Context: an optimization exercise on an open-source flow, tuned for small area and a short achievable clock period. The choices shown serve that exercise and are no tape-out recipe.
Function was checked by simulation only, so behaviour that the tests miss may differ from the original.
Power figures rest on the tool's default switching activity, not on a simulated workload.

File: design/flow/run.sh
#!/bin/bash
# synth_recipe.tcl (not shown) runs the flow's synth.tcl, then flattens the netlist and writes it again
# the make line also repeats each setting of config.mk as NAME=value (left out here)
make -C /OpenROAD-flow-scripts/flow DESIGN_CONFIG=/design/flow/config.mk WORK_HOME=/design/flow/orfs CLKGATE_MAP_FILE= SYNTH_SCRIPT=/design/flow/synth_recipe.tcl finish
File: design/flow/config.mk
export PLATFORM = sky130hd
export DESIGN_NAME = rab_top
export DESIGN_NICKNAME = rab_top
export VERILOG_FILES = /design/flow/design.v
export SDC_FILE = /design/flow/constraint.sdc
export NUM_CORES = 4
export LEC_CHECK = 0
export CAP_MARGIN = 20
export CORE_MARGIN = 2
export CORE_UTILIZATION = 60
export SETUP_SLACK_MARGIN = 5
export SLEW_MARGIN = 20
File: design/flow/constraint.sdc
create_clock -name core_clock -period 16.0 [get_ports {Clk_CI}]
set_input_delay 3.2000 -clock core_clock [delete_from_list [all_inputs] [get_ports {Clk_CI}]]
set_output_delay 3.2000 -clock core_clock [all_outputs]
set_load 0.01 [all_outputs]
File: design/flow/design.v
package rab_axi_pkg;
  localparam int ADDR_VIRT_WIDTH = 32;
  localparam int ADDR_PHYS_WIDTH = 40;
  localparam int USER_WIDTH      = 6;   
  localparam int SIZE_LSB_WIDTH  = 3;   
  localparam int LEN_WIDTH         = 8;
  localparam int SIZE_WIDTH        = 3;
  localparam int BURST_BYTES_WIDTH = 16;
  typedef logic [ADDR_VIRT_WIDTH-1:0] virt_addr_t;
  typedef logic [ADDR_PHYS_WIDTH-1:0] phys_addr_t;
  typedef struct packed {
    virt_addr_t            addr;
    logic [LEN_WIDTH-1:0]  len;    
    logic [SIZE_WIDTH-1:0] size;   
    logic                  rw;     
    logic [USER_WIDTH-1:0] ctrl;
  } axi_req_t;
  typedef struct packed {
    virt_addr_t addr_min;   
    virt_addr_t addr_max;   
    logic       rw;
    logic       skip;       
  } burst_range_t;
endpackage
package rab_slice_pkg;
  localparam int N_SLICES       = 4;
  localparam int REGS_PER_SLICE = 4;
  localparam int CFG_ADDR_WIDTH = 4;
  localparam int CFG_DATA_WIDTH = 64;
  localparam int FIELD_WIDTH     = $clog2(REGS_PER_SLICE);
  localparam int SLICE_IDX_WIDTH = CFG_ADDR_WIDTH - FIELD_WIDTH;
  localparam int HIT_CNT_WIDTH   = $clog2(N_SLICES + 1);
  localparam logic [FIELD_WIDTH-1:0] REG_ADDR_START = 2'd0;
  localparam logic [FIELD_WIDTH-1:0] REG_ADDR_END   = 2'd1;
  localparam logic [FIELD_WIDTH-1:0] REG_OFFSET     = 2'd2;
  localparam logic [FIELD_WIDTH-1:0] REG_FLAGS      = 2'd3;
  typedef struct packed {
    logic en;
    logic rd_ok;
    logic wr_ok;
  } slice_flags_t;
  typedef struct packed {
    logic [31:0] addr_start;
    logic [31:0] addr_end;     
    logic [39:0] offset;     
    slice_flags_t            flags;
  } slice_entry_t;
  typedef struct packed {
    logic [CFG_ADDR_WIDTH-1:0] addr;
    logic [CFG_DATA_WIDTH-1:0] data;
  } cfg_write_t;
  typedef struct packed {
    logic [39:0] out_addr;
    logic                    hit;
    logic                    prot;
    logic                    multi;
  } lookup_t;
endpackage
import rab_axi_pkg::*;
module rab_burst_range (
  input  rab_axi_pkg::axi_req_t     req,
  output rab_axi_pkg::burst_range_t range
);
  logic [14:0] bytes_m1;
  logic [2:0]  low_keep;   
  always_comb
  begin
    bytes_m1 = (15'(req.len) << req.size) | ~(15'h7fff << req.size);
    case (req.size)
      3'd1:    low_keep = 3'b110;
      3'd2:    low_keep = 3'b100;
      3'd3:    low_keep = 3'b000;
      default: low_keep = 3'b111;
    endcase
  end
  always_comb
  begin
    range.addr_min = req.addr;
    range.addr_max = {req.addr[31:3], req.addr[2:0] & low_keep} + 32'(bytes_m1);
    range.rw       = req.rw;
    range.skip     = &req.ctrl;
  end
endmodule
import rab_axi_pkg::*;
import rab_slice_pkg::*;
module rab_slice_table (
  input  logic                      Clk_CI,
  input  logic                      Rst_RBI,
  input  logic                      cfg_wen,
  input  rab_slice_pkg::cfg_write_t cfg_wr,
  input  rab_axi_pkg::burst_range_t sel_range,
  output logic [N_SLICES-1:0]       slice_hit,
  output logic [N_SLICES-1:0]       slice_perm,   
  output rab_axi_pkg::phys_addr_t   xlat_addr     
);
  logic [31:0]         start_q  [N_SLICES];
  logic [31:0]         end_q    [N_SLICES];
  logic [39:0]         offset_q [N_SLICES];
  logic [N_SLICES-1:0] start_wr_q, end_wr_q, offset_wr_q;
  logic [N_SLICES-1:0] en_q, rd_ok_q, wr_ok_q;
  logic [1:0] slice_sel;
  logic [1:0] field_sel;
  assign slice_sel = cfg_wr.addr[3:2];
  assign field_sel = cfg_wr.addr[1:0];
  always_ff @(posedge Clk_CI)
  begin
    for (int i = 0; i < N_SLICES; i++)
    begin
      if (cfg_wen && slice_sel == 2'(i) && field_sel == REG_ADDR_START)
        start_q[i] <= cfg_wr.data[31:0];
      if (cfg_wen && slice_sel == 2'(i) && field_sel == REG_ADDR_END)
        end_q[i] <= cfg_wr.data[31:0];
      if (cfg_wen && slice_sel == 2'(i) && field_sel == REG_OFFSET)
        offset_q[i] <= cfg_wr.data[39:0];
    end
  end
  always_ff @(posedge Clk_CI or negedge Rst_RBI)
  begin
    if (!Rst_RBI)
    begin
      start_wr_q  <= '0;
      end_wr_q    <= '0;
      offset_wr_q <= '0;
      en_q        <= '0;
      rd_ok_q     <= '0;
      wr_ok_q     <= '0;
    end
    else
    begin
      for (int i = 0; i < N_SLICES; i++)
      begin
        if (cfg_wen && slice_sel == 2'(i))
        begin
          case (field_sel)
            REG_ADDR_START: start_wr_q[i]  <= 1'b1;
            REG_ADDR_END:   end_wr_q[i]    <= 1'b1;
            REG_OFFSET:     offset_wr_q[i] <= 1'b1;
            default:
            begin
              en_q[i]    <= cfg_wr.data[0];
              rd_ok_q[i] <= cfg_wr.data[1];
              wr_ok_q[i] <= cfg_wr.data[2];
            end
          endcase
        end
      end
    end
  end
  function automatic logic le32(input logic [31:0] a, input logic [31:0] b);
    logic [31:0] gt, lt;
    gt = a & ~b;
    lt = ~a & b;
    for (int w = 1; w < 32; w = w * 2)
      for (int j = 0; j < 32; j = j + 2 * w)
      begin
        gt[j] = gt[j + w] | (~lt[j + w] & gt[j]);
        lt[j] = lt[j + w] | (~gt[j + w] & lt[j]);
      end
    le32 = !gt[0];
  endfunction
  logic        max_is_zero;
  logic [39:0] off_sel;
  logic [31:0] start_sel;
  assign max_is_zero = ~|sel_range.addr_max;
  always_comb
  begin
    off_sel   = '0;
    start_sel = '0;
    for (int i = 0; i < N_SLICES; i++)
    begin
      slice_hit[i]  = en_q[i]
                      && (!start_wr_q[i] || le32(start_q[i], sel_range.addr_min))
                      && (end_wr_q[i] ? le32(sel_range.addr_max, end_q[i]) : max_is_zero);
      slice_perm[i] = sel_range.rw ? wr_ok_q[i] : rd_ok_q[i];
      if (slice_hit[i] && !sel_range.skip)
      begin
        if (offset_wr_q[i]) off_sel   = off_sel   | offset_q[i];
        if (start_wr_q[i])  start_sel = start_sel | start_q[i];
      end
    end
    xlat_addr = off_sel + 40'(sel_range.addr_min) - 40'(start_sel);
  end
endmodule
import rab_axi_pkg::*;
module rab_port_ctrl (
  input  logic                      Clk_CI,
  input  logic                      Rst_RBI,
  input  logic                      port1_valid,
  input  logic                      port2_valid,
  input  logic                      port1_sent,
  input  logic                      port2_sent,
  input  logic                      sel_skip,
  input  logic [3:0]                slice_hit,
  input  logic [3:0]                slice_perm,
  input  rab_axi_pkg::phys_addr_t   xlat_addr,
  output logic                      select_p1,
  output logic                      port1_accept,
  output logic                      port1_drop,
  output logic                      port2_accept,
  output logic                      port2_drop,
  output logic                      int_miss,
  output logic                      int_prot,
  output logic                      int_multi,
  output rab_axi_pkg::phys_addr_t   out_addr
);
  logic prio_p1_q;
  logic idle;
  logic decide;
  logic any_hit, multi_hit, perm_ok;
  logic dec_accept;
  assign idle      = ~(port1_accept | port2_accept | port1_drop | port2_drop);
  assign decide    = idle & (port1_valid | port2_valid);
  assign select_p1 = (prio_p1_q & port1_valid) | ~port2_valid;
  assign any_hit   = |slice_hit;
  assign multi_hit = (slice_hit[0] & (slice_hit[1] | slice_hit[2] | slice_hit[3]))
                   | (slice_hit[1] & (slice_hit[2] | slice_hit[3]))
                   | (slice_hit[2] & slice_hit[3]);
  assign perm_ok   = |(slice_hit & slice_perm);
  assign dec_accept = sel_skip | (any_hit & ~multi_hit & perm_ok);
  always_ff @(posedge Clk_CI or negedge Rst_RBI)
  begin
    if (!Rst_RBI)
    begin
      prio_p1_q    <= 1'b0;   
      port1_accept <= 1'b0;
      port2_accept <= 1'b0;
      port1_drop   <= 1'b0;
      port2_drop   <= 1'b0;
      int_miss     <= 1'b0;
      int_prot     <= 1'b0;
      int_multi    <= 1'b0;
    end
    else
    begin
      if (decide)
        prio_p1_q <= ~select_p1;
      port1_accept <= decide ? (dec_accept & select_p1)  : (port1_accept & ~port1_sent);
      port2_accept <= decide ? (dec_accept & ~select_p1) : (port2_accept & ~port2_sent);
      port1_drop   <= decide & ~dec_accept & select_p1;
      port2_drop   <= decide & ~dec_accept & ~select_p1;
      int_miss     <= decide & ~sel_skip & ~any_hit;
      int_prot     <= decide & ~sel_skip & any_hit & ~multi_hit & ~perm_ok;
      int_multi    <= decide & ~sel_skip & multi_hit;
    end
  end
  always_ff @(posedge Clk_CI or negedge Rst_RBI)
  begin
    if (!Rst_RBI)
      out_addr <= '0;
    else if (idle)
      out_addr <= xlat_addr;
  end
endmodule
import rab_axi_pkg::*;
import rab_slice_pkg::*;
module rab_core (
  input  logic                      Clk_CI,
  input  logic                      Rst_RBI,
  input  rab_axi_pkg::axi_req_t     port1_req,
  input  rab_axi_pkg::axi_req_t     port2_req,
  input  logic                      port1_valid,
  input  logic                      port2_valid,
  input  logic                      port1_sent,
  input  logic                      port2_sent,
  input  logic                      cfg_wen,
  input  rab_slice_pkg::cfg_write_t cfg_wr,
  output logic                      port1_accept,
  output logic                      port1_drop,
  output logic                      port2_accept,
  output logic                      port2_drop,
  output logic                      int_miss,
  output logic                      int_prot,
  output logic                      int_multi,
  output rab_axi_pkg::phys_addr_t   out_addr
);
  logic                      select_p1;
  rab_axi_pkg::axi_req_t     sel_req;     
  rab_axi_pkg::burst_range_t sel_range;
  logic [N_SLICES-1:0]       slice_hit;
  logic [N_SLICES-1:0]       slice_perm;
  rab_axi_pkg::phys_addr_t   xlat_addr;
  assign sel_req = select_p1 ? port1_req : port2_req;
  rab_burst_range u_range (
    .req   (sel_req),
    .range (sel_range)
  );
  rab_slice_table u_slice_table (
    .Clk_CI     (Clk_CI),
    .Rst_RBI    (Rst_RBI),
    .cfg_wen    (cfg_wen),
    .cfg_wr     (cfg_wr),
    .sel_range  (sel_range),
    .slice_hit  (slice_hit),
    .slice_perm (slice_perm),
    .xlat_addr  (xlat_addr)
  );
  rab_port_ctrl u_port_ctrl (
    .Clk_CI       (Clk_CI),
    .Rst_RBI      (Rst_RBI),
    .port1_valid  (port1_valid),
    .port2_valid  (port2_valid),
    .port1_sent   (port1_sent),
    .port2_sent   (port2_sent),
    .sel_skip     (sel_range.skip),
    .slice_hit    (slice_hit),
    .slice_perm   (slice_perm),
    .xlat_addr    (xlat_addr),
    .select_p1    (select_p1),
    .port1_accept (port1_accept),
    .port1_drop   (port1_drop),
    .port2_accept (port2_accept),
    .port2_drop   (port2_drop),
    .int_miss     (int_miss),
    .int_prot     (int_prot),
    .int_multi    (int_multi),
    .out_addr     (out_addr)
  );
endmodule
module rab_top (
  input  logic        Clk_CI,
  input  logic        Rst_RBI,
  input  logic [31:0] port1_addr,
  input  logic [7:0]  port1_len,
  input  logic [2:0]  port1_size,
  input  logic        port1_rw,
  input  logic [5:0]  port1_ctrl,
  input  logic [31:0] port2_addr,
  input  logic [7:0]  port2_len,
  input  logic [2:0]  port2_size,
  input  logic        port2_rw,
  input  logic [5:0]  port2_ctrl,
  input  logic        port1_valid,
  input  logic        port2_valid,
  input  logic        port1_sent,
  input  logic        port2_sent,
  input  logic        cfg_wen,
  input  logic [3:0]  cfg_addr,
  input  logic [63:0] cfg_data,
  output logic        port1_accept,
  output logic        port1_drop,
  output logic        port2_accept,
  output logic        port2_drop,
  output logic        int_miss,
  output logic        int_prot,
  output logic        int_multi,
  output logic [39:0] out_addr
);
  rab_axi_pkg::axi_req_t     port1_req;
  rab_axi_pkg::axi_req_t     port2_req;
  rab_slice_pkg::cfg_write_t cfg_wr;
  assign port1_req.addr = port1_addr;
  assign port1_req.len  = port1_len;
  assign port1_req.size = port1_size;
  assign port1_req.rw   = port1_rw;
  assign port1_req.ctrl = port1_ctrl;
  assign port2_req.addr = port2_addr;
  assign port2_req.len  = port2_len;
  assign port2_req.size = port2_size;
  assign port2_req.rw   = port2_rw;
  assign port2_req.ctrl = port2_ctrl;
  assign cfg_wr.addr    = cfg_addr;
  assign cfg_wr.data    = cfg_data;
  rab_core u_core (
    .Clk_CI       (Clk_CI),
    .Rst_RBI      (Rst_RBI),
    .port1_req    (port1_req),
    .port2_req    (port2_req),
    .port1_valid  (port1_valid),
    .port2_valid  (port2_valid),
    .port1_sent   (port1_sent),
    .port2_sent   (port2_sent),
    .cfg_wen      (cfg_wen),
    .cfg_wr       (cfg_wr),
    .port1_accept (port1_accept),
    .port1_drop   (port1_drop),
    .port2_accept (port2_accept),
    .port2_drop   (port2_drop),
    .int_miss     (int_miss),
    .int_prot     (int_prot),
    .int_multi    (int_multi),
    .out_addr     (out_addr)
  );
endmodule
==> results of run 1 <==
layout make-up:
type / count / area, sq um
flip-flops and latches: 488 / 14290
inverters: 186 / 704.4
fillers: 2903 / 10500
multi-input cells: 1722 / 13760
clock buffers: 68 / 1424
well taps: 600 / 750.7
repair buffers: 411 / 3807
clock inverters: 27 / 239.0
final timing paths:
path,cells after the start,startpoint,slack (ns),endpoint
max,43,port1_valid,3.36,u_core.u_port_ctrl.out_addr[39]
min,2,u_core.u_port_ctrl.out_addr[29],0.46,u_core.u_port_ctrl.out_addr[29]
max reg2reg,42,u_core.u_port_ctrl.prio_p1_q,5.61,u_core.u_port_ctrl.out_addr[39]
min reg2reg,2,u_core.u_port_ctrl.out_addr[29],0.46,u_core.u_port_ctrl.out_addr[29]
max in group asynchronous,1,Rst_RBI,12.60,u_core.u_port_ctrl.out_addr[22]
min in group asynchronous,1,Rst_RBI,2.74,u_core.u_port_ctrl.out_addr[35]
kinds of logic after synthesis:
| kind of cell | after synthesis |
|---|---|
| fa+ha+maj | 168 |
| buf+inv | 291 |
| compound gates | 851 |
| xor+xnor | 48 |
| simple gates | 582 |
| mux | 73 |
| flops | 488 |
worst max-delay path: cells and delay by family:
kind / cells / cell delay, ns
adder cells (fa/ha/maj): 3 / 1.16
buffers and inverters: 6 / 1.02
XOR/XNOR: 1 / 0.24
AND/OR/NAND/NOR: 9 / 2.37
AO/OA/AOI/OAI: 21 / 4.34
multiplexers: 3 / 0.75
through the flow:
stage	total power, mW	hold slack (ns)	cell area [sq um]	utilization (%)	setup slack, ns
4_1_cts	5.497	0.4761	34040	74.85	3.614
2_1_floorplan	3.160	0.4394	28010	-	3.256
6_report	5.809	0.4625	34980	76.92	3.357
5_1_grt	6.075	0.4874	34980	76.92	3.108
3_3_place_gp	3.969	0.4513	31170	68.54	0.9490
3_5_place_dp	4.039	0.4619	31170	68.54	0.7910
sequential cells by signal, summed over array words and instances (netlist names):
name and cells:
u_core.u_port_ctrl.int_miss 1, u_core.u_port_ctrl.int_prot 1, u_core.u_port_ctrl.int_multi 1, u_core.u_slice_table.wr_ok_q 4
u_core.u_slice_table.rd_ok_q 4, u_core.u_slice_table.end_wr_q 4, u_core.u_port_ctrl.out_addr 40, u_core.u_port_ctrl.port2_accept 1
u_core.u_slice_table.end_q 128, u_core.u_port_ctrl.port1_drop 1, u_core.u_slice_table.start_wr_q 4, u_core.u_port_ctrl.prio_p1_q 1
u_core.u_slice_table.offset_q 160, u_core.u_slice_table.en_q 4, u_core.u_port_ctrl.port2_drop 1, u_core.u_slice_table.offset_wr_q 4
u_core.u_port_ctrl.port1_accept 1, u_core.u_slice_table.start_q 128
metal layers:
metal	wire, microns	up-vias	part of all wire [%]
met3	9379	186	10
met2	42510	1391	47
met4	3263	0	3.6
met5	0	-	0
li1	-	10393	-
met1	36090	11558	40
layout by cell type, fill, tap and decap left out, types with 18 or more instances in the layout:
| cell | synthesis | routed |
|---|---|---|
| a21o_1 | 53 | 52 |
| clkbuf_16 | 0 | 55 |
| buf_4 | 9 | 184 |
| edfxtp_1 | 416 | 416 |
| o21ai_0 | 158 | 134 |
| or2_2 | 22 | 21 |
| clkdlybuf4s50_1 | 0 | 192 |
| inv_1 | 184 | 180 |
| dfrtp_1 | 72 | 72 |
| mux2i_1 | 52 | 39 |
| a221oi_2 | 20 | 25 |
| buf_6 | 0 | 21 |
| o31ai_1 | 36 | 28 |
| a22oi_1 | 55 | 51 |
| a211oi_1 | 27 | 18 |
| nor3_1 | 49 | 41 |
| o221ai_1 | 40 | 38 |
| mux2_2 | 21 | 20 |
| xor2_1 | 24 | 19 |
| nand3_1 | 48 | 46 |
| fa_1 | 33 | 31 |
| nor2_1 | 126 | 107 |
| o21ai_1 | 10 | 24 |
| o22ai_1 | 20 | 19 |
| a32o_1 | 32 | 31 |
| maj3_1 | 69 | 68 |
| nand4_1 | 19 | 19 |
| a21oi_1 | 165 | 141 |
| nand2b_1 | 25 | 23 |
| a31oi_1 | 48 | 45 |
| nand2_1 | 178 | 174 |
| a21oi_2 | 3 | 22 |
| and2_1 | 27 | 24 |
| ha_1 | 55 | 40 |
synth_stat cells, types with 27 or more instances:
library cell  instances
a21o_1               53
a32o_1               32
edfxtp_1            416
maj3_1               69
mux2i_1              52
a22oi_1              55
and2_1               27
o221ai_1             40
fa_1                 33
a31oi_1              48
clkbuf_1             69
a21oi_1             165
ha_1                 55
nand2_1             178
nand3_1              48
dfrtp_1              72
nor2_1              126
o31ai_1              36
nor3_1               49
a211oi_1             27
inv_1               184
o21ai_0             158
power breakdown:
| part | switching (mW) | internal, mW |
|---|---|---|
| Combinational | 1.68 | 1.38 |
| Clock | 0.519 | 0.677 |
| Sequential | 0.0637 | 1.49 |
| Total | 2.27 | 3.54 |
repair_timing:
item,CTS,global route
pin swaps,71,73
setup endpoints to repair,40,34
gates resized for setup,169,110
hold buffers,0,0
setup buffers,57,41
cloned,0,1
==> flow_summary_export.csv, run 1 <==
group,metric,value,unit
timing,setup_viol,0,
logic_synthesis,yosys-top-cells-area,"edfxtp_1 (45%), dfrtp_1 (6.5%), a21oi_1 (3.0%)",
logic_synthesis,synthesis.area,27700,sq um
cells_and_area,fin_cells,3502,
die,die_h,218.9,microns
timing,min_period,12.64,ns
global_route,use_met1,52.21,%
cells_and_area,fin_nets,3124,
cts,cts_tree,"built",
die,rows,78,
power,powerDensity,166.1,nW/um^2
global_route,grt_pass1_vias,22268,
logic_synthesis,ys_types,100,
setup_path,slowest_stage,"fa_1",
cells_and_area,area_growth,26.29,%
logic_synthesis,synth_xor_area_share,1.626,%
status,status,"finished clean",
cts,clockBufferDepth,3,
timing,grt_setup_unrepaired,"true",
logic_synthesis,synth_compound_area_share,21.89,%
routing,wirelength,91.24,mm
global_route,grt_pass1_wl,133.3,mm
timing,slew_viol_final,0,
logic_synthesis,syn_area_per_cell,11.08,sq um
timing,worst_pin_slew,1.166,ns
power,p_leak,12.92,nW
logic_synthesis,synth_top_family_by_area,"compound AO/OA/AOI/OAI gates",
cts,cts_inserted_buffers,52,
logic_synthesis,ys_seq_elements,488,
logic_synthesis,ys_seq_area_share,51.60,%
setup_path,required,16.52,ns
cts,cts_root_buffer,"clkbuf_16",
run,drv_cap,0,
global_route,grt_max_degree,75,
cells_and_area,drive_gt1_share,20.64,%
logic_synthesis,yosys.area.top_type_share,45.10,%
die,dieArea,47900,sq um
logic_synthesis,syn_inst,2501,
global_route,met3_usage,5.863,%
min_path,hp-class,"flop to flop",
timing,slew-limit-headroom,21.88,%
placed_design,gp_congestion,0.9960,
global_route,grt_use_met2,59.05,%
routing,antenna_left,0,
logic_synthesis,yosysWarnings,6,
cts,cts.htree.levels,2,
setup_path,slowest_delay,0.56,ns
die,die_w,218.9,microns
routing,avgViaCountPerCell,6.718,
routing,firstDrtPassIters,6,
power,ir_worst_vdd,0.0001705,V
setup_path,worstSetupStartpointType,"input port",
logic_synthesis,ys_async_sr_fraction,14.75,%
logic_synthesis,synth.largest_area_cell,"edfxtp_1",
setup_path,arrival,13.17,ns
die,initial_utilization,60.91,%
timing,fin_worst_skew,0.01879,ns
timing,max_freq,0.07910,GHz
logic_synthesis,ys.flop_type,"edfxtp_1",
cts,clock_latency,0.62,ns
global_route,busiest_layer,"met2",
routing,drtIter0Drc,3346,
global_route,antenna_found_initial,1,
cells_and_area,diodes,0,
placed_design,dp.cells,3305,
routing,drc,0,
placed_design,port_buffers,197,
global_route,overflow,0,
die,io-pin-count,222,
setup_path,critPathMaxFanout,15,
logic_synthesis,synthMuxAreaShare,2.733,%
setup_path,end_kind,"flop",
logic_synthesis,synthAdderAreaFrac,7.810,%
timing,hold_viol_final,0,
setup_path,crit_top_cell,"buf_4",
timing,period_share,79.02,%
timing,final.setup.tns,0,ns
cts,cts_sinks,488,
placed_design,post-dp-hpwl,63.53,mm
routing,wl_per_cell,26.05,microns
routing,num_vias,23528,
die,placeableCoreArea,45480,sq um
logic_synthesis,yosys.area_share.simple,10.17,%
logic_synthesis,synth_edf_count,416,
logic_synthesis,synth_nets,2764,
cts,clkSlewWorstSetupHoldPaths,0.06,ns
global_route,track_usage,37.31,%
setup_path,path_class,"input port to flop",
==> run 2, diff against run 1 <==
--- a/design/flow/config.mk
+++ b/design/flow/config.mk
@@ -7,6 +7,6 @@
 export LEC_CHECK = 0
 export CAP_MARGIN = 20
 export CORE_MARGIN = 2
-export CORE_UTILIZATION = 60
+export CORE_UTILIZATION = 40
 export SETUP_SLACK_MARGIN = 5
 export SLEW_MARGIN = 20
==> run 2 against run 1 <==
Sequential power barely moved; non-clock buffer count rose by 7; via count fell by 2.9%; largest cell class unchanged; critical path type unchanged; largest power group unchanged.
==> flow_summary_export.csv, run 2 <==
group,metric,value,unit
cells_and_area,diodes,0,
cts,cts_inserted_buffers,53,
cts,cts_tree,"built",
timing,min_period,12.69,ns
die,dieArea,71370,sq um
routing,drtIter0Drc,2304,
setup_path,worstSetupStartpointType,"input port",
setup_path,arrival,13.15,ns
cells_and_area,regMostFlops,"u_core.u_slice_table.offset_q",
logic_synthesis,ys_types,100,
routing,wirelength,91.63,mm
timing,fin_worst_skew,0.03008,ns
cells_and_area,nFillCells,6057,
cells_and_area,reg_top3,"u_core.u_slice_table.offset_q: 160 flops, u_core.u_slice_table.end_q: 128 flops, u_core.u_slice_table.start_q: 128 flops",
routing,firstDrtPassIters,7,
timing,grt_setup_unrepaired,"true",
setup_path,slowest_delay,0.48,ns
placed_design,gp_congestion,0.9076,
logic_synthesis,ys_async_sr_fraction,14.75,%
cts,clkSlewWorstSetupHoldPaths,0.06,ns
logic_synthesis,synthesis.area,27700,sq um
placed_design,port_buffers,197,
cts,cts_hold_buf,0,
logic_synthesis,yosys-top-cells-area,"edfxtp_1 (45%), dfrtp_1 (6.5%), a21oi_1 (3.0%)",
setup_path,path_class,"input port to flop",
die,initial_utilization,40.39,%
status,status,"finished clean",
cts,cts.htree.levels,2,
logic_synthesis,ys.flop_type,"edfxtp_1",
routing,antenna_left,0,
routing,avgViaCountPerCell,5.943,
logic_synthesis,synth_common_cells,"edfxtp_1 (416), inv_1 (184), nand2_1 (178), a21oi_1 (165), o21ai_0 (158)",
routing,wl_per_cell,23.84,microns
setup_path,reg2reg_from,"u_core.u_port_ctrl.prio_p1_q",
logic_synthesis,ys_seq_area_share,51.60,%
setup_path,critPathLaunch,"port2_valid",
timing,slew-limit-headroom,26.34,%
cells_and_area,fin_nets,3132,
timing,final.setup.tns,0,ns
cts,cts_sinks,488,
routing,num_vias,22846,
global_route,grt_pass1_wl,137.0,mm
logic_synthesis,synth_nets,2764,
min_path,hp-class,"flop to flop",
routing,drc,0,
global_route,grt_max_degree,75,
setup_path,required,16.46,ns
logic_synthesis,yosys.area.top_type_share,45.10,%
setup_path,crit_top_cell,"a21o_1",
timing,period_share,79.30,%
global_route,antenna_found_initial,1,
setup_path,end_kind,"flop",
min_path,min_from,"u_core.u_port_ctrl.out_addr[29]",
timing,hold_viol_final,0,
power,p_total,5.722,mW
global_route,overflow,0,
timing,max_freq,0.07882,GHz
cells_and_area,area_growth,26.74,%
global_route,grt_pass1_vias,22107,
setup_path,critPathMaxFanout,6,
timing,slew_viol_final,0,
cells_and_area,final_cell_mix,"edfxtp_1 (416), buf_4 (198), clkdlybuf4s50_1 (192)",
logic_synthesis,synth.largest_area_cell,"edfxtp_1",
global_route,track_usage,25.33,%
die,die_w,267.2,microns
timing,worst_pin_slew,1.100,ns
cts,cts_root_buffer,"clkbuf_16",
logic_synthesis,yosysWarnings,6,
logic_synthesis,syn_inst,2501,
cts,clock_latency,0.61,ns
power,p_leak,12.93,nW
run,drv_cap,0,
logic_synthesis,synth_edf_count,416,
placed_design,post-dp-hpwl,67.20,mm
cells_and_area,final_common_cell,"edfxtp_1",
logic_synthesis,syn_area_per_cell,11.08,sq um
power,ir_worst_vdd,0.0001142,V
die,io-pin-count,222,
die,placeableCoreArea,68590,sq um
cts,clockBufferDepth,3,
timing,setup_viol,0,
cells_and_area,drive_gt1_share,19.84,%
setup_path,slowest_stage,"fa_1",
die,die_h,267.2,microns
power,powerDensity,163.0,nW/um^2
cells_and_area,largest_reg_flops,160,
logic_synthesis,ys_seq_elements,488,
logic_synthesis,synth.most_common_cell,"edfxtp_1",
die,rows,96,
[run 2: power breakdown]
group	internal, mW	total (mW)	switching, mW
sequential	1.49	1.54	0.0596
combinational	1.34	2.96	1.62
clock	0.704	1.22	0.515
[run 2: repair_timing]
item | in CTS | in global routing
setup buffers | 55 | 12
gates resized for setup | 129 | 78
gates cloned | 1 | 0
pin swaps | 62 | 35
endpoints found under the setup margin | 39 | 34
[run 2: final timing paths]
| kind | depth (start not counted) | slack [ns] | to |
|---|---|---|---|
| max in group asynchronous | 1 | 12.80 | u_core.u_port_ctrl.out_addr[14] |
| min reg2reg | 2 | 0.47 | u_core.u_port_ctrl.out_addr[29] |
| min in group asynchronous | 1 | 2.65 | u_core.u_port_ctrl.out_addr[23] |
| max | 46 | 3.31 | u_core.u_port_ctrl.out_addr[27] |
| max reg2reg | 47 | 5.61 | u_core.u_port_ctrl.out_addr[27] |
| min | 2 | 0.47 | u_core.u_port_ctrl.out_addr[29] |
[run 2: cells by family (layout without fill, tap and decap cells)]
logic type	Yosys count	after routing	synth area share, %
AOI/OAI and AO/OA	851	851	21.89
xor gates and xnor gates	48	48	1.626
adders and majority gates	168	168	7.810
buffers and inverters	291	703	4.165
DFF	488	488	51.60
muxes	73	73	2.733
and+or+nand+nor	582	582	10.17
[run 2: layer usage]
metal	vias to the layer above	GRT usage, %	part of all wire, %
met2	834	41.83	47
met5	-	0	0
met3	139	2.896	6.2
met1	11458	34.88	43
li1	10415	-	-
met4	0	8.017	3.2
[run 2: through the flow]
| stage | setup slack [ns] | util [%] | instance area [sq um] | instances | hold WS (ns) |
|---|---|---|---|---|---|
| floorplan | 3.256 | - | 28010 | 2501 | 0.4394 |
| global placement | 0.9455 | 46.48 | 31880 | 3675 | 0.4521 |
| detailed placement | 0.8157 | 46.48 | 31880 | 3675 | 0.4668 |
| CTS | 3.506 | 50.43 | 34590 | 3830 | 0.4743 |
| global route | 3.022 | 51.19 | 35110 | 3844 | 0.4989 |
| finish | 3.313 | 51.19 | 35110 | 3844 | 0.4670 |
[run 2: worst max-delay path: cells and delay by family]
family,cells,cell delay [ns]
and+or+nand+nor,5,1.39
adders and majority gates,3,1.02
AOI/OAI and AO/OA,28,5.94
xor gates and xnor gates,1,0.16
muxes,1,0.19
buffers and inverters,8,1.21
[run 2: area by class of cell]
cell class | instances | area, sq um | area share, %
Sequential cell | 488 | 14290 | 40.72
Inverter | 186 | 698.2 | 1.989
Timing Repair Buffer | 418 | 3806 | 10.84
Multi-Input combinational cell | 1722 | 13420 | 38.23
Clock inverter | 27 | 224.0 | 0.6380
Clock buffer | 72 | 1498 | 4.266
Tap cell | 931 | 1165 | 3.318
==> run 3, diff against run 2 <==
--- a/design/flow/config.mk
+++ b/design/flow/config.mk
@@ -8,5 +8,4 @@
 export CAP_MARGIN = 20
 export CORE_MARGIN = 2
 export CORE_UTILIZATION = 40
-export SETUP_SLACK_MARGIN = 5
 export SLEW_MARGIN = 20
==> run 3 against run 2 <==
Clock skew fell by 0.015 ns; sequential power barely moved; critical path depth did not move; worst hold slack improved by 0.0093 ns; non-clock buffer count fell by 69; global-route usage fell by 0.44 points; setup slack got worse by 2.5 ns; critical path type unchanged; highest routed layer unchanged.
==> flow_summary_export.csv, run 3 <==
group,metric,value,unit
timing,holdWs,0.4763,ns
cts,cts_sinks,488,
routing,antenna_left,0,
min_path,hp-class,"flop to flop",
cts,clkSlewWorstSetupHoldPaths,0.06,ns
die,placeableCoreArea,68590,sq um
logic_synthesis,ys.flop_type,"edfxtp_1",
power,p_sw,2.010,mW
power,clkPwrFrac,24.1,%
logic_synthesis,synth_common_cells,"edfxtp_1 (416), inv_1 (184), nand2_1 (178), a21oi_1 (165), o21ai_0 (158)",
timing,worst_pin_slew,1.006,ns
cts,clock_latency,0.61,ns
logic_synthesis,synthAdderAreaFrac,7.810,%
logic_synthesis,synth_compound_area_share,21.89,%
cts,cts_tree,"built",
logic_synthesis,synthMuxAreaShare,2.733,%
run,drv_cap,0,
routing,wl_per_cell,23.92,microns
logic_synthesis,synth_edf_count,416,
setup_path,slowest_delay,0.75,ns
global_route,use_met1,33.81,%
logic_synthesis,ys_seq_elements,488,
power,p_sw_share,37.68,%
logic_synthesis,synth_top_family_by_area,"compound AO/OA/AOI/OAI gates",
logic_synthesis,yosys-top-cells-area,"edfxtp_1 (45%), dfrtp_1 (6.5%), a21oi_1 (3.0%)",
cts,cts_resized,0,
setup_path,arrival,15.74,ns
logic_synthesis,yosys.area.top_type_share,45.10,%
power,seqPwrFrac,28.9,%
power,p_total,5.334,mW
logic_synthesis,synth_nets,2764,
global_route,grt_use_met2,41.35,%
placed_design,port_buffers,197,
timing,final.setup.tns,0,ns
timing,grt_setup_unrepaired,"false",
routing,firstDrtPassIters,6,
cts,cts.htree.levels,2,
routing,wirelength,90.25,mm
cells_and_area,reg_top3,"u_core.u_slice_table.offset_q: 160 flops, u_core.u_slice_table.end_q: 128 flops, u_core.u_slice_table.start_q: 128 flops",
die,die_h,267.2,microns
cells_and_area,regMostFlops,"u_core.u_slice_table.offset_q",
cells_and_area,area_growth,21.00,%
timing,max_freq,0.06575,GHz
placed_design,gp_congestion,0.9103,
power,p_int,3.324,mW
routing,avgViaCountPerCell,5.875,
die,die_w,267.2,microns
timing,setup_viol,0,
routing,drtIter0Drc,2385,
cts,cts_setup_buffers,0,
setup_path,slowest_stage,"clkdlybuf4s50_1",
timing,slew-limit-headroom,32.91,%
power,ir_worst_vdd,0.0001084,V
logic_synthesis,synth.largest_area_cell,"edfxtp_1",
power,powerDensity,159.2,nW/um^2
power,p_comb_share,47.0,%
timing,period_share,95.06,%
placed_design,post-dp-hpwl,66.94,mm
timing,hold_viol_final,0,
logic_synthesis,syn_inst,2501,
logic_synthesis,ys_seq_area_share,51.60,%
power,p_leak,12.39,nW
cells_and_area,multiInputGateArea,12360,sq um
global_route,overflow,0,
die,dieArea,71370,sq um
die,io-pin-count,222,
cells_and_area,final_util,48.87,%
logic_synthesis,synthesis.area,27700,sq um
timing,slew_viol_final,0,
logic_synthesis,yosysWarnings,6,
global_route,grt_pass1_vias,21168,
die,initial_utilization,40.39,%
setup_path,worstSetupStartpointType,"input port",
global_route,antenna_found_initial,2,
status,status,"finished clean",
cells_and_area,fin_nets,3062,
logic_synthesis,ys_async_sr_fraction,14.75,%
logic_synthesis,syn_area_per_cell,11.08,sq um
cells_and_area,seq_area,14290,sq um
logic_synthesis,yosys.area_share.simple,10.17,%
cts,cts_root_buffer,"clkbuf_16",
die,rows,96,
global_route,grt_pass1_wl,133.4,mm
cells_and_area,diodes,0,
global_route,met3_usage,3.264,%
global_route,track_usage,24.89,%
cells_and_area,largest_reg_flops,160,
logic_synthesis,synth_xor_area_share,1.626,%
cells_and_area,final_cell_mix,"edfxtp_1 (416), clkdlybuf4s50_1 (196), inv_1 (184)",
cts,clockBufferDepth,3,
global_route,grt_max_degree,75,
cts,cts_inserted_buffers,52,
cells_and_area,drive_gt1_share,12.63,%
logic_synthesis,synth.most_common_cell,"edfxtp_1",
cells_and_area,final_common_cell,"edfxtp_1",
routing,num_vias,22167,
cells_and_area,nFillCells,6155,
setup_path,path_class,"input port to flop",
routing,drc,0,
logic_synthesis,ys_types,100,
setup_path,required,16.53,ns
timing,fin_worst_skew,0.01532,ns
global_route,busiest_layer,"met2",
setup_path,end_kind,"flop",
timing,min_period,15.21,ns
setup_path,critPathMaxFanout,10,
cts,cts_hold_buf,0,
-- run 3: cell counts after synthesis --
No cell type changed its count.
-- run 3: power by group through the flow --
| stage | Sequential [mW] | Combinational, mW | Clock (mW) |
|---|---|---|---|
| floorplan | 1.58 | 1.48 | 0 |
| global placement | 1.56 | 2.43 | 0 |
| detailed placement | 1.57 | 2.47 | 0 |
| CTS | 1.54 | 2.49 | 1.31 |
| global route | 1.55 | 2.75 | 1.36 |
| finish | 1.54 | 2.51 | 1.29 |
-- run 3: path summary, 6_finish.rpt --
| check | start | slack [ns] | cells past startpoint | endpoint |
|---|---|---|---|---|
| worst max-delay path | port2_valid | 0.79 | 46 | u_core.u_port_ctrl.out_addr[39] |
| worst min-delay path | u_core.u_port_ctrl.out_addr[29] | 0.48 | 2 | u_core.u_port_ctrl.out_addr[29] |
| worst max register to register | u_core.u_port_ctrl.prio_p1_q | 3.79 | 45 | u_core.u_port_ctrl.out_addr[39] |
| worst min register to register | u_core.u_port_ctrl.out_addr[29] | 0.48 | 2 | u_core.u_port_ctrl.out_addr[29] |
| max in group asynchronous | Rst_RBI | 12.81 | 1 | u_core.u_port_ctrl.out_addr[20] |
| min in group asynchronous | Rst_RBI | 2.64 | 1 | u_core.u_port_ctrl.out_addr[38] |
-- run 3: logic make-up after synthesis --
kind of cell	Yosys count
AOI/OAI and AO/OA	851
xor gates and xnor gates	48
adders and majority gates	168
buffers and inverters	291
DFF	488
muxes	73
and+or+nand+nor	582
-- run 3: metrics by stage --
step	std cells	setup WS, ns	instance area, sq um
3_5_place_dp	3672	0.3984	31610
4_1_cts	3769	0.9740	33430
5_1_grt	3773	0.09425	33520
6_report	3773	0.7899	33520
3_3_place_gp	3672	0.5935	31610
2_1_floorplan	2501	2.154	27700
-- run 3: layout make-up --
type                            instances  area share, %
Clock buffer                           66          4.226
Clock inverter                         31          1.195
Inverter                              186          2.083
Multi-Input combinational cell       1722          36.87
Sequential cell                       488          42.65
Tap cell                              931          3.475
Timing Repair Buffer                  349          9.501
-- run 3: routing by layer --
| layer | wire, microns | vias to the layer above |
|---|---|---|
| met3 | 5658 | 146 |
| met4 | 2688 | 0 |
| met5 | 0 | - |
| li1 | - | 10280 |
| met1 | 39580 | 10902 |
| met2 | 42320 | 839 |
-- run 3: critical path: cells and delay by family --
family,cells,cell delay (ns)
AOI/OAI and AO/OA,26,6.94
xor gates and xnor gates,1,0.37
adders and majority gates,5,1.74
buffers and inverters,7,1.65
muxes,1,0.56
and+or+nand+nor,6,1.22
==> run 4, diff against run 3 <==
--- a/design/flow/design.v
+++ b/design/flow/design.v
@@ -61,6 +61,21 @@
   input  rab_axi_pkg::axi_req_t     req,
   output rab_axi_pkg::burst_range_t range
 );
+  function automatic logic [31:0] add32(input logic [31:0] a, input logic [31:0] b);
+    logic [31:0] g, p, cg, cp;
+    g  = a & b;
+    p  = a ^ b;
+    cg = g;
+    cp = p;
+    for (int w = 1; w < 32; w = w * 2)
+      for (int j = 31; j >= 0; j--)
+        if ((j / w) % 2 == 1)
+        begin
+          cg[j] = cg[j] | (cp[j] & cg[(j / w) * w - 1]);
+          cp[j] = cp[j] & cp[(j / w) * w - 1];
+        end
+    add32 = p ^ {cg[30:0], 1'b0};
+  endfunction
   logic [14:0] bytes_m1;
   logic [2:0]  low_keep;   
   always_comb
@@ -76,7 +91,7 @@
   always_comb
   begin
     range.addr_min = req.addr;
-    range.addr_max = {req.addr[31:3], req.addr[2:0] & low_keep} + 32'(bytes_m1);
+    range.addr_max = add32({req.addr[31:3], req.addr[2:0] & low_keep}, 32'(bytes_m1));
     range.rw       = req.rw;
     range.skip     = &req.ctrl;
   end
@@ -91,7 +106,8 @@
   input  rab_axi_pkg::burst_range_t sel_range,
   output logic [N_SLICES-1:0]       slice_hit,
   output logic [N_SLICES-1:0]       slice_perm,   
-  output rab_axi_pkg::phys_addr_t   xlat_addr     
+  output logic [39:0]               off_sel,      
+  output logic [31:0]               diff_sel      
 );
   logic [31:0]         start_q  [N_SLICES];
   logic [31:0]         end_q    [N_SLICES];
@@ -158,27 +174,47 @@
       end
     le32 = !gt[0];
   endfunction
+  function automatic logic [32:0] sub32(input logic [31:0] a, input logic [31:0] b);
+    logic [31:0] g, p, cg, cp;
+    g  = a & ~b;
+    p  = ~(a ^ b);
+    cg = g;
+    cp = p;
+    cg[0] = g[0] | p[0];   
+    for (int w = 1; w < 32; w = w * 2)
+      for (int j = 31; j >= 0; j--)
+        if ((j / w) % 2 == 1)
+        begin
+          cg[j] = cg[j] | (cp[j] & cg[(j / w) * w - 1]);
+          cp[j] = cp[j] & cp[(j / w) * w - 1];
+        end
+    sub32 = {cg[31], p ^ {cg[30:0], 1'b1}};
+  endfunction
   logic        max_is_zero;
-  logic [39:0] off_sel;
-  logic [31:0] start_sel;
+  logic [32:0] start_diff [N_SLICES];   
   assign max_is_zero = ~|sel_range.addr_max;
   always_comb
   begin
-    off_sel   = '0;
-    start_sel = '0;
+    off_sel  = '0;
+    diff_sel = '0;
     for (int i = 0; i < N_SLICES; i++)
     begin
-      slice_hit[i]  = en_q[i]
-                      && (!start_wr_q[i] || le32(start_q[i], sel_range.addr_min))
+      start_diff[i] = start_wr_q[i] ? sub32(sel_range.addr_min, start_q[i])
+                                    : {1'b1, sel_range.addr_min};
+      slice_hit[i]  = en_q[i] && start_diff[i][32]
                       && (end_wr_q[i] ? le32(sel_range.addr_max, end_q[i]) : max_is_zero);
       slice_perm[i] = sel_range.rw ? wr_ok_q[i] : rd_ok_q[i];
-      if (slice_hit[i] && !sel_range.skip)
+      if (slice_hit[i])
       begin
-        if (offset_wr_q[i]) off_sel   = off_sel   | offset_q[i];
-        if (start_wr_q[i])  start_sel = start_sel | start_q[i];
+        if (offset_wr_q[i]) off_sel = off_sel | offset_q[i];
+        diff_sel = diff_sel | start_diff[i][31:0];
       end
     end
-    xlat_addr = off_sel + 40'(sel_range.addr_min) - 40'(start_sel);
+    if (sel_range.skip)
+    begin
+      off_sel  = '0;
+      diff_sel = sel_range.addr_min;
+    end
   end
 endmodule
 import rab_axi_pkg::*;
@@ -192,7 +228,8 @@
   input  logic                      sel_skip,
   input  logic [3:0]                slice_hit,
   input  logic [3:0]                slice_perm,
-  input  rab_axi_pkg::phys_addr_t   xlat_addr,
+  input  logic [39:0]               off_sel,
+  input  logic [31:0]               diff_sel,
   output logic                      select_p1,
   output logic                      port1_accept,
   output logic                      port1_drop,
@@ -243,13 +280,32 @@
       int_multi    <= decide & ~sel_skip & multi_hit;
     end
   end
-  always_ff @(posedge Clk_CI or negedge Rst_RBI)
+  function automatic logic [39:0] add40(input logic [39:0] a, input logic [39:0] b);
+    logic [39:0] g, p, cg, cp;
+    g  = a & b;
+    p  = a ^ b;
+    cg = g;
+    cp = p;
+    for (int w = 1; w < 40; w = w * 2)
+      for (int j = 39; j >= 0; j--)
+        if ((j / w) % 2 == 1)
+        begin
+          cg[j] = cg[j] | (cp[j] & cg[(j / w) * w - 1]);
+          cp[j] = cp[j] & cp[(j / w) * w - 1];
+        end
+    add40 = p ^ {cg[38:0], 1'b0};
+  endfunction
+  logic [39:0] off_q;
+  logic [31:0] diff_q;
+  always_ff @(posedge Clk_CI)
   begin
-    if (!Rst_RBI)
-      out_addr <= '0;
-    else if (idle)
-      out_addr <= xlat_addr;
+    if (idle)
+    begin
+      off_q  <= off_sel;
+      diff_q <= diff_sel;
+    end
   end
+  assign out_addr = add40(off_q, 40'(diff_q));
 endmodule
 import rab_axi_pkg::*;
 import rab_slice_pkg::*;
@@ -274,16 +330,22 @@
   output rab_axi_pkg::phys_addr_t   out_addr
 );
   logic                      select_p1;
-  rab_axi_pkg::axi_req_t     sel_req;     
-  rab_axi_pkg::burst_range_t sel_range;
+  rab_axi_pkg::burst_range_t port1_range;
+  rab_axi_pkg::burst_range_t port2_range;
+  rab_axi_pkg::burst_range_t sel_range;   
   logic [N_SLICES-1:0]       slice_hit;
   logic [N_SLICES-1:0]       slice_perm;
-  rab_axi_pkg::phys_addr_t   xlat_addr;
-  assign sel_req = select_p1 ? port1_req : port2_req;
-  rab_burst_range u_range (
-    .req   (sel_req),
-    .range (sel_range)
+  logic [39:0]               off_sel;
+  logic [31:0]               diff_sel;
+  rab_burst_range u_port1_range (
+    .req   (port1_req),
+    .range (port1_range)
+  );
+  rab_burst_range u_port2_range (
+    .req   (port2_req),
+    .range (port2_range)
   );
+  assign sel_range = select_p1 ? port1_range : port2_range;
   rab_slice_table u_slice_table (
     .Clk_CI     (Clk_CI),
     .Rst_RBI    (Rst_RBI),
@@ -292,7 +354,8 @@
     .sel_range  (sel_range),
     .slice_hit  (slice_hit),
     .slice_perm (slice_perm),
-    .xlat_addr  (xlat_addr)
+    .off_sel    (off_sel),
+    .diff_sel   (diff_sel)
   );
   rab_port_ctrl u_port_ctrl (
     .Clk_CI       (Clk_CI),
@@ -304,7 +367,8 @@
     .sel_skip     (sel_range.skip),
     .slice_hit    (slice_hit),
     .slice_perm   (slice_perm),
-    .xlat_addr    (xlat_addr),
+    .off_sel      (off_sel),
+    .diff_sel     (diff_sel),
     .select_p1    (select_p1),
     .port1_accept (port1_accept),
     .port1_drop   (port1_drop),
==> design/flow/flow/run.sh (new file) <==
#!/bin/bash
set -euo pipefail
bash standard.sh SETUP_SLACK_MARGIN=8 finish > standard.log 2>&1
==> design/flow/standard.sh (new file) <==
#!/bin/bash
# synth_recipe.tcl (not shown) runs the flow's synth.tcl, then flattens the netlist and writes it again
# the make line also repeats each setting of config.mk as NAME=value (left out here)
make -C /OpenROAD-flow-scripts/flow DESIGN_CONFIG=/design/flow/config.mk WORK_HOME=/design/flow/orfs CLKGATE_MAP_FILE= SYNTH_SCRIPT=/design/flow/synth_recipe.tcl "${@:-finish}"
--- a/design/flow/config.mk
+++ b/design/flow/config.mk
@@ -5,7 +5,9 @@
 export SDC_FILE = /design/flow/constraint.sdc
 export NUM_CORES = 4
 export LEC_CHECK = 0
+export ABC_AREA = 1
 export CAP_MARGIN = 20
 export CORE_MARGIN = 2
 export CORE_UTILIZATION = 40
+export SETUP_SLACK_MARGIN = 5
 export SLEW_MARGIN = 20
removed: design/flow/run.sh
==> run 4 against run 3 <==
Clock power grew 7%; still clean; critical path depth down 12; largest cell class is now multi-input combinational cells; highest routed layer unchanged; clock skew is 0.013 ns higher; via count up 24%; register-to-register slack improved by 7.1 ns; non-clock buffer count shrank 65.
==> flow_summary_export.csv, run 4 <==
group,metric,value,unit
status,status,"finished clean",
timing,holdWs,0.4882,ns
cells_and_area,fin_nets,4619,
logic_synthesis,yosysWarnings,7,
cts,cts.htree.levels,2,
cells_and_area,multiInputGateArea,15580,sq um
logic_synthesis,synthesis.area,33500,sq um
die,io-pin-count,222,
setup_path,required,16.36,ns
logic_synthesis,synth.largest_area_cell,"edfxtp_1",
routing,drtIter0Drc,2171,
run,drv_cap,0,
routing,wl_per_cell,18.55,microns
logic_synthesis,yosys.area.top_type_share,43.74,%
logic_synthesis,ys_async_sr_fraction,6.154,%
global_route,grt_use_met2,36.61,%
cells_and_area,largest_reg_flops,160,
setup_path,path_class,"input port to flop",
die,die_h,293.4,microns
cells_and_area,nFillCells,7938,
cts,cts_tree,"built",
cells_and_area,seq_area,15460,sq um
cts,clock_latency,0.63,ns
setup_path,slowest_stage,"clkdlybuf4s50_1",
timing,hold_viol_final,0,
die,rows,106,
die,dieArea,86090,sq um
global_route,overflow,0,
logic_synthesis,synth.most_common_cell,"nand2_1",
timing,max_freq,0.1291,GHz
timing,grt_setup_unrepaired,"false",
timing,period_share,48.41,%
min_path,hp-class,"flop to flop",
logic_synthesis,ys_types,53,
power,p_leak,17.61,nW
timing,slew-limit-headroom,24.69,%
logic_synthesis,ys.flop_type,"edfxtp_1",
power,ir_worst_vdd,0.00008459,V
routing,drc,0,
logic_synthesis,yosys-top-cells-area,"edfxtp_1 (44%), nand2_1 (11%), ha_1 (6.9%)",
logic_synthesis,synth_common_cells,"nand2_1 (975), inv_1 (601), edfxtp_1 (488), nor2_1 (325), nand3_1 (288)",
global_route,busiest_layer,"met2",
timing,worst_pin_slew,1.118,ns
global_route,use_met1,31.18,%
setup_path,critPathMaxFanout,17,
global_route,grt_max_degree,80,
timing,worst_slack,8.254,ns
cells_and_area,reg_top3,"u_core.u_slice_table.offset_q: 160 flops, u_core.u_slice_table.end_q: 128 flops, u_core.u_slice_table.start_q: 128 flops",
cts,clkSlewWorstSetupHoldPaths,0.06,ns
placed_design,gp_congestion,0.8847,
timing,slew_viol_final,0,
setup_path,crit_top_cell,"nand2_1",
routing,num_vias,27524,
timing,final.setup.tns,0,ns
setup_path,arrival,8.11,ns
power,powerDensity,126.6,nW/um^2
logic_synthesis,syn_inst,3986,
cells_and_area,regMostFlops,"u_core.u_slice_table.offset_q",
global_route,grt_pass1_wl,147.5,mm
routing,wirelength,99.33,mm
placed_design,dp_slack,6.217,ns
logic_synthesis,synth_edf_count,488,
global_route,antenna_found_initial,5,
cells_and_area,final_common_cell,"nand2_1",
logic_synthesis,ys_seq_area_share,46.13,%
global_route,grt_pass1_vias,25597,
logic_synthesis,syn_area_per_cell,8.406,sq um
cts,cts_root_buffer,"clkbuf_16",
cells_and_area,drive_gt1_share,9.708,%
cts,cts_inserted_buffers,60,
die,die_w,293.4,microns
routing,firstDrtPassIters,7,
routing,avgViaCountPerCell,5.140,
timing,setup_viol,0,
routing,antenna_left,0,
global_route,met3_usage,3.230,%
timing,min_period,7.746,ns
setup_path,end_kind,"flop",
setup_path,slowest_delay,0.50,ns
die,placeableCoreArea,83290,sq um
placed_design,port_buffers,197,
cts,cts_sinks,520,
logic_synthesis,synth_nets,4380,
logic_synthesis,ys_seq_elements,520,
cells_and_area,final_cell_mix,"nand2_1 (967), inv_1 (591), edfxtp_1 (488)",
cts,clockBufferDepth,3,
placed_design,post-dp-hpwl,67.53,mm
cells_and_area,area_growth,18.32,%
die,initial_utilization,40.23,%
cells_and_area,diodes,0,
timing,fin_worst_skew,0.02858,ns
global_route,track_usage,22.37,%
setup_path,worstSetupStartpointType,"input port",
run 4: cell types whose count changed after synthesis, moves of 40 or more:
cell	delta
nand3_1	+240
nand2_1	+797
maj3_1	-69
nand2_2	+40
nor2_1	+199
a22oi_1	-55
a21o_1	-48
o21ai_0	+66
ha_1	+131
inv_1	+417
mux2i_1	-45
edfxtp_1	+72
dfrtp_1	-40
run 4: per-layer routing:
layer / routed length [microns] / part of all wire (%)
met5: 0 / 0
met1: 44580 / 45
met2: 45170 / 45
met4: 2340 / 2.4
met3: 7233 / 7.3
run 4: path summary, 6_finish.rpt:
path                                              start                                   to  slack, ns  cells after the start
min in group asynchronous                       Rst_RBI  u_core.u_slice_table.offset_wr_q[1]       2.63                      2
max                                        port2_len[7]         u_core.u_port_ctrl.diff_q[7]       8.25                     34
max in group asynchronous                       Rst_RBI   u_core.u_slice_table.start_wr_q[3]      12.94                      2
min reg2reg                u_core.u_slice_table.en_q[1]         u_core.u_slice_table.en_q[1]       0.49                      2
max reg2reg                u_core.u_port_ctrl.prio_p1_q         u_core.u_port_ctrl.diff_q[7]      10.91                     32
min                        u_core.u_slice_table.en_q[1]         u_core.u_slice_table.en_q[1]       0.49                      2
run 4: area by class of cell:
cell class,count,area share [%]
tap,1080,3.409
multi-input combinational,2742,39.30
sequential,520,38.99
clock buffer,71,3.942
timing repair buffer,284,7.474
inverter,617,5.864
clock inverter,41,1.023
run 4: logic make-up (layout without fill, tap and decap cells):
group	after synthesis	count (layout)	synth area share [%]
buffers and inverters	728	1013	8.809
multiplexers	7	7	0.2091
AO/OA/AOI/OAI	612	612	10.11
AND/OR/NAND/NOR	1820	1824	23.73
XOR/XNOR	80	80	2.091
adder cells (fa/ha/maj)	219	219	8.918
flip-flops	520	520	46.13
run 4: through the flow:
step           util, %  total power [mW]  instance area (sq um)  std cells
2_1_floorplan        -             2.840                  33510       3986
3_3_place_gp     44.09             3.562                  36720       5205
3_5_place_dp     44.11             3.585                  36740       5206
4_1_cts          46.98             5.009                  39130       5330
5_1_grt          47.59             5.324                  39640       5355
6_report         47.59             5.017                  39640       5355
run 4: power breakdown:
| part | internal [mW] | switching [mW] | leakage, nW | total [mW] |
|---|---|---|---|---|
| clock network | 0.796 | 0.582 | 0.941 | 1.38 |
| logic | 0.777 | 1.14 | 11.8 | 1.91 |
| registers | 1.65 | 0.0738 | 4.88 | 1.72 |
run 4: timing repair:
item | 4_1_cts | 5_1_grt
gates resized for setup | 56 | 84
gates cloned | 7 | 5
hold buffers | 0 | 0
setup endpoints to repair | 94 | 95
pin swaps | 1 | 16
buffers inserted | 5 | 18
run 4: critical path: cells and delay by family:
| kind | cells | cell delay, ns |
|---|---|---|
| buffers and inverters | 8 | 1.54 |
| AO/OA/AOI/OAI | 7 | 1.17 |
| XOR/XNOR | 1 | 0.12 |
| adder cells (fa/ha/maj) | 2 | 0.50 |
| AND/OR/NAND/NOR | 16 | 1.55 |
==> run 5, diff against run 4 <==
--- a/design/flow/design.v
+++ b/design/flow/design.v
@@ -16,10 +16,12 @@
     logic [USER_WIDTH-1:0] ctrl;
   } axi_req_t;
   typedef struct packed {
-    virt_addr_t addr_min;   
-    virt_addr_t addr_max;   
-    logic       rw;
-    logic       skip;       
+    virt_addr_t  addr_min;     
+    logic [2:0]  align_lo;     
+    logic [14:0] bytes_m1;     
+    logic        max_wraps;    
+    logic        rw;
+    logic        skip;         
   } burst_range_t;
 endpackage
 package rab_slice_pkg;
@@ -61,23 +63,21 @@
   input  rab_axi_pkg::axi_req_t     req,
   output rab_axi_pkg::burst_range_t range
 );
-  function automatic logic [31:0] add32(input logic [31:0] a, input logic [31:0] b);
-    logic [31:0] g, p, cg, cp;
-    g  = a & b;
-    p  = a ^ b;
-    cg = g;
-    cp = p;
-    for (int w = 1; w < 32; w = w * 2)
-      for (int j = 31; j >= 0; j--)
-        if ((j / w) % 2 == 1)
-        begin
-          cg[j] = cg[j] | (cp[j] & cg[(j / w) * w - 1]);
-          cp[j] = cp[j] & cp[(j / w) * w - 1];
-        end
-    add32 = p ^ {cg[30:0], 1'b0};
-  endfunction
   logic [14:0] bytes_m1;
   logic [2:0]  low_keep;   
+  logic [31:0] aligned;
+  function automatic logic carry15(input logic [14:0] a, input logic [14:0] b);
+    logic [15:0] g, p;
+    g = {1'b0, a & b};
+    p = {1'b1, a | b};
+    for (int w = 1; w < 16; w = w * 2)
+      for (int j = 0; j < 16; j = j + 2 * w)
+      begin
+        g[j] = g[j + w] | (p[j + w] & g[j]);
+        p[j] = p[j + w] & p[j];
+      end
+    carry15 = g[0];
+  endfunction
   always_comb
   begin
     bytes_m1 = (15'(req.len) << req.size) | ~(15'h7fff << req.size);
@@ -87,13 +87,16 @@
       3'd3:    low_keep = 3'b000;
       default: low_keep = 3'b111;
     endcase
+    aligned = {req.addr[31:3], req.addr[2:0] & low_keep};
   end
   always_comb
   begin
-    range.addr_min = req.addr;
-    range.addr_max = add32({req.addr[31:3], req.addr[2:0] & low_keep}, 32'(bytes_m1));
-    range.rw       = req.rw;
-    range.skip     = &req.ctrl;
+    range.addr_min  = req.addr;
+    range.align_lo  = aligned[2:0];
+    range.bytes_m1  = bytes_m1;
+    range.max_wraps = (&aligned[31:15]) & carry15(aligned[14:0], bytes_m1);
+    range.rw        = req.rw;
+    range.skip      = &req.ctrl;
   end
 endmodule
 import rab_axi_pkg::*;
@@ -107,7 +110,7 @@
   output logic [N_SLICES-1:0]       slice_hit,
   output logic [N_SLICES-1:0]       slice_perm,   
   output logic [39:0]               off_sel,      
-  output logic [31:0]               diff_sel      
+  output logic [31:0]               start_sel     
 );
   logic [31:0]         start_q  [N_SLICES];
   logic [31:0]         end_q    [N_SLICES];
@@ -162,6 +165,27 @@
       end
     end
   end
+  function automatic logic max_le(input logic [31:0] e, input logic [31:0] x,
+                                  input logic [31:0] y, input logic wraps);
+    logic [31:0] s, k, t, g, p;
+    logic        cout, u32, u33;
+    s = e ^ ~x ^ ~y;
+    k = (e & ~x) | (e & ~y) | (~x & ~y);
+    t = {k[30:0], 1'b1};
+    g = s & t;
+    p = s | t;
+    g[0] = g[0] | p[0];   
+    for (int w = 1; w < 32; w = w * 2)
+      for (int j = 0; j < 32; j = j + 2 * w)
+      begin
+        g[j] = g[j + w] | (p[j + w] & g[j]);
+        p[j] = p[j + w] & p[j];
+      end
+    cout = g[0];
+    u32 = k[31] ^ cout;
+    u33 = k[31] & cout;
+    max_le = wraps ? u32 : u33;
+  endfunction
   function automatic logic le32(input logic [31:0] a, input logic [31:0] b);
     logic [31:0] gt, lt;
     gt = a & ~b;
@@ -174,47 +198,29 @@
       end
     le32 = !gt[0];
   endfunction
-  function automatic logic [32:0] sub32(input logic [31:0] a, input logic [31:0] b);
-    logic [31:0] g, p, cg, cp;
-    g  = a & ~b;
-    p  = ~(a ^ b);
-    cg = g;
-    cp = p;
-    cg[0] = g[0] | p[0];   
-    for (int w = 1; w < 32; w = w * 2)
-      for (int j = 31; j >= 0; j--)
-        if ((j / w) % 2 == 1)
-        begin
-          cg[j] = cg[j] | (cp[j] & cg[(j / w) * w - 1]);
-          cp[j] = cp[j] & cp[(j / w) * w - 1];
-        end
-    sub32 = {cg[31], p ^ {cg[30:0], 1'b1}};
-  endfunction
-  logic        max_is_zero;
-  logic [32:0] start_diff [N_SLICES];   
-  assign max_is_zero = ~|sel_range.addr_max;
+  logic [31:0] max_x, max_y;   
+  logic        max_zero;       
+  assign max_x = {sel_range.addr_min[31:3], sel_range.align_lo};
+  assign max_y = 32'(sel_range.bytes_m1);
+  assign max_zero = ~(max_x[0] ^ max_y[0])
+                    & ((max_x[31:1] ^ max_y[31:1]) == (max_x[30:0] | max_y[30:0]));
   always_comb
   begin
-    off_sel  = '0;
-    diff_sel = '0;
+    off_sel   = '0;
+    start_sel = '0;
     for (int i = 0; i < N_SLICES; i++)
     begin
-      start_diff[i] = start_wr_q[i] ? sub32(sel_range.addr_min, start_q[i])
-                                    : {1'b1, sel_range.addr_min};
-      slice_hit[i]  = en_q[i] && start_diff[i][32]
-                      && (end_wr_q[i] ? le32(sel_range.addr_max, end_q[i]) : max_is_zero);
+      slice_hit[i]  = en_q[i]
+                      && (!start_wr_q[i] || le32(start_q[i], sel_range.addr_min))
+                      && (end_wr_q[i] ? max_le(end_q[i], max_x, max_y, sel_range.max_wraps)
+                                      : max_zero);
       slice_perm[i] = sel_range.rw ? wr_ok_q[i] : rd_ok_q[i];
-      if (slice_hit[i])
+      if (slice_hit[i] && !sel_range.skip)
       begin
-        if (offset_wr_q[i]) off_sel = off_sel | offset_q[i];
-        diff_sel = diff_sel | start_diff[i][31:0];
+        if (offset_wr_q[i]) off_sel   = off_sel   | offset_q[i];
+        if (start_wr_q[i])  start_sel = start_sel | start_q[i];
       end
     end
-    if (sel_range.skip)
-    begin
-      off_sel  = '0;
-      diff_sel = sel_range.addr_min;
-    end
   end
 endmodule
 import rab_axi_pkg::*;
@@ -229,7 +235,8 @@
   input  logic [3:0]                slice_hit,
   input  logic [3:0]                slice_perm,
   input  logic [39:0]               off_sel,
-  input  logic [31:0]               diff_sel,
+  input  logic [31:0]               start_sel,
+  input  logic [31:0]               sel_addr,
   output logic                      select_p1,
   output logic                      port1_accept,
   output logic                      port1_drop,
@@ -296,16 +303,23 @@
     add40 = p ^ {cg[38:0], 1'b0};
   endfunction
   logic [39:0] off_q;
-  logic [31:0] diff_q;
+  logic [31:0] addr_q;
+  logic [31:0] start_q;
+  logic [39:0] csa_a, csa_b, csa_s, csa_k;
   always_ff @(posedge Clk_CI)
   begin
     if (idle)
     begin
-      off_q  <= off_sel;
-      diff_q <= diff_sel;
+      off_q   <= off_sel;
+      addr_q  <= sel_addr;
+      start_q <= start_sel;
     end
   end
-  assign out_addr = add40(off_q, 40'(diff_q));
+  assign csa_a = {8'd0, addr_q};
+  assign csa_b = ~{8'd0, start_q};
+  assign csa_s = off_q ^ csa_a ^ csa_b;
+  assign csa_k = (off_q & csa_a) | (off_q & csa_b) | (csa_a & csa_b);
+  assign out_addr = add40(csa_s, {csa_k[38:0], 1'b1});
 endmodule
 import rab_axi_pkg::*;
 import rab_slice_pkg::*;
@@ -336,7 +350,7 @@
   logic [N_SLICES-1:0]       slice_hit;
   logic [N_SLICES-1:0]       slice_perm;
   logic [39:0]               off_sel;
-  logic [31:0]               diff_sel;
+  logic [31:0]               start_sel;
   rab_burst_range u_port1_range (
     .req   (port1_req),
     .range (port1_range)
@@ -355,7 +369,7 @@
     .slice_hit  (slice_hit),
     .slice_perm (slice_perm),
     .off_sel    (off_sel),
-    .diff_sel   (diff_sel)
+    .start_sel  (start_sel)
   );
   rab_port_ctrl u_port_ctrl (
     .Clk_CI       (Clk_CI),
@@ -368,7 +382,8 @@
     .slice_hit    (slice_hit),
     .slice_perm   (slice_perm),
     .off_sel      (off_sel),
-    .diff_sel     (diff_sel),
+    .start_sel    (start_sel),
+    .sel_addr     (sel_range.addr_min),
     .select_p1    (select_p1),
     .port1_accept (port1_accept),
     .port1_drop   (port1_drop),
==> run 5 against run 4 <==
First-iteration DRC count decreased by 2.9%; total power increased by 36%; highest routed layer is now met5; still clean; sequential share of layout area increased by 4.7 points; flip-flop and latch count increased by 32; synthesized area decreased by 6.2%; final area decreased by 5.3%; synthesized cell count decreased by 17%.
==> flow_summary_export.csv, run 5 <==
group,metric,value,unit
status,status,"finished clean",
routing,drtIter0Drc,2107,
timing,grt_setup_unrepaired,"false",
cts,cts_inserted_buffers,60,
logic_synthesis,synth_xor_area_share,1.086,%
logic_synthesis,synth_top_family_by_area,"simple AND/OR/NAND/NOR gates",
global_route,track_usage,22.40,%
timing,worst_slack,8.186,ns
logic_synthesis,synth_compound_area_share,8.906,%
cells_and_area,regMostFlops,"u_core.u_slice_table.offset_q",
routing,wirelength,91.39,mm
timing,min_period,7.814,ns
cts,cts_root_buffer,"clkbuf_16",
logic_synthesis,synthesis.area,31440,sq um
placed_design,post-dp-hpwl,64.48,mm
timing,hold_viol_final,0,
cts,cts_tree,"built",
routing,wl_per_cell,19.51,microns
setup_path,critPathMaxFanout,19,
die,io-pin-count,222,
timing,worst_pin_slew,0.9562,ns
min_path,hp-class,"flop to flop",
logic_synthesis,ys_types,62,
power,powerDensity,181.3,nW/um^2
logic_synthesis,yosys-top-cells-area,"edfxtp_1 (50%), nand2_1 (11%), inv_1 (6.4%)",
cells_and_area,final_cell_mix,"nand2_1 (900), inv_1 (532), edfxtp_1 (520)",
cells_and_area,fin_cells,4685,
logic_synthesis,yosys.area_share.simple,19.21,%
global_route,overflow,0,
die,dieArea,80860,sq um
timing,final.setup.tns,0,ns
logic_synthesis,ys_async_sr_fraction,5.797,%
timing,max_freq,0.1280,GHz
placed_design,port_buffers,197,
setup_path,arrival,8.17,ns
timing,setup_viol,0,
routing,antenna_left,0,
logic_synthesis,synth_common_cells,"nand2_1 (904), inv_1 (537), edfxtp_1 (520), nand3_1 (211), nor2_1 (209)",
routing,drc,0,
logic_synthesis,synth_nets,3711,
logic_synthesis,synth.largest_area_cell,"edfxtp_1",
power,ir_worst_vdd,0.0002347,V
cts,clkSlewWorstSetupHoldPaths,0.06,ns
timing,fin_worst_skew,0.02648,ns
timing,slew_viol_final,0,
timing,slew-limit-headroom,36.10,%
die,placeableCoreArea,77590,sq um
setup_path,worstSetupStartpointType,"input port",
routing,firstDrtPassIters,6,
## run 5: where the power goes
part           switching, mW  total, mW  internal, mW
registers             0.0708       1.88          1.81
logic                   1.95       3.47          1.52
clock network          0.579       1.46         0.878
## run 5: logic make-up (layout without fill, tap and decap cells)
logic type      after synthesis  in the layout
flops                       552            552
fa+ha+maj                   218            218
xor+xnor                     39             39
compound gates              454            454
mux                           1              1
buf+inv                     604            926
simple gates               1450           1455
## run 5: layer usage
layer / track usage, % / share of wire [%] / vias up
met1: 31.33 / 45 / 11421
met2: 36.79 / 46 / 708
met5: 0 / 0.040 / -
met3: 3.170 / 6.5 / 113
li1: - / - / 11699
met4: 5.461 / 1.9 / 6
## run 5: worst max-delay path: stages
cell and delay, ns:
clkdlybuf4s50_1 0.53, nand2_4 0.10, nand2_8 0.16, clkinvlp_4 0.13, buf_6 0.18, o21ai_1 0.33
inv_1 0.24, fa_1 0.55, inv_1 0.06, o21ai_0 0.23, nor3_1 0.09, a311oi_1 0.37
nand3_1 0.26, nand4_1 0.18, nand4_1 0.17, ha_1 0.32, nand2_1 0.07, nand3_1 0.10
nand3_1 0.12, inv_2 0.06, nand2_4 0.15, nor2_4 0.07, buf_12 0.16, a22oi_1 0.20
nand2_1 0.10
## run 5: final cells by class
class,count,area (sq um)
clock buffers,73,1582
clock inverters,37,479.2
fillers,7270,40060
inverters,548,2074
multi-input cells,2167,12990
flip-flops and latches,552,16420
well taps,1040,1301
repair buffers,268,2694
## run 5: stage by stage
stage | instance area [sq um] | hold WS, ns | utilization, %
4_1_cts | 37290 | 0.4890 | 48.06
3_5_place_dp | 34720 | 0.4736 | 44.75
2_1_floorplan | 31460 | 0.4376 | -
3_3_place_gp | 34720 | 0.4645 | 44.75
5_1_grt | 37540 | 0.5066 | 48.38
6_report | 37540 | 0.4883 | 48.38
## run 5: path summary, 6_finish.rpt
path | cells after the start | from | slack [ns] | endpoint
worst min register to register | 2 | u_core.u_slice_table.rd_ok_q[0] | 0.49 | u_core.u_slice_table.rd_ok_q[0]
worst max register to register | 23 | u_core.u_port_ctrl.prio_p1_q | 10.87 | u_core.u_port_ctrl.start_q[24]
worst max-delay path | 25 | port1_valid | 8.19 | u_core.u_port_ctrl.start_q[24]
worst min-delay path | 2 | u_core.u_slice_table.rd_ok_q[0] | 0.49 | u_core.u_slice_table.rd_ok_q[0]
max in group asynchronous | 2 | Rst_RBI | 12.66 | u_core.u_slice_table.offset_wr_q[0]
min in group asynchronous | 2 | Rst_RBI | 2.99 | u_core.u_slice_table.start_wr_q[1]
## run 5: timing repair
action,in CTS,in global routing
cloned,5,0
buffers inserted,25,12
resized for setup,78,39
endpoints found under the setup margin,106,98
pin swaps,11,10
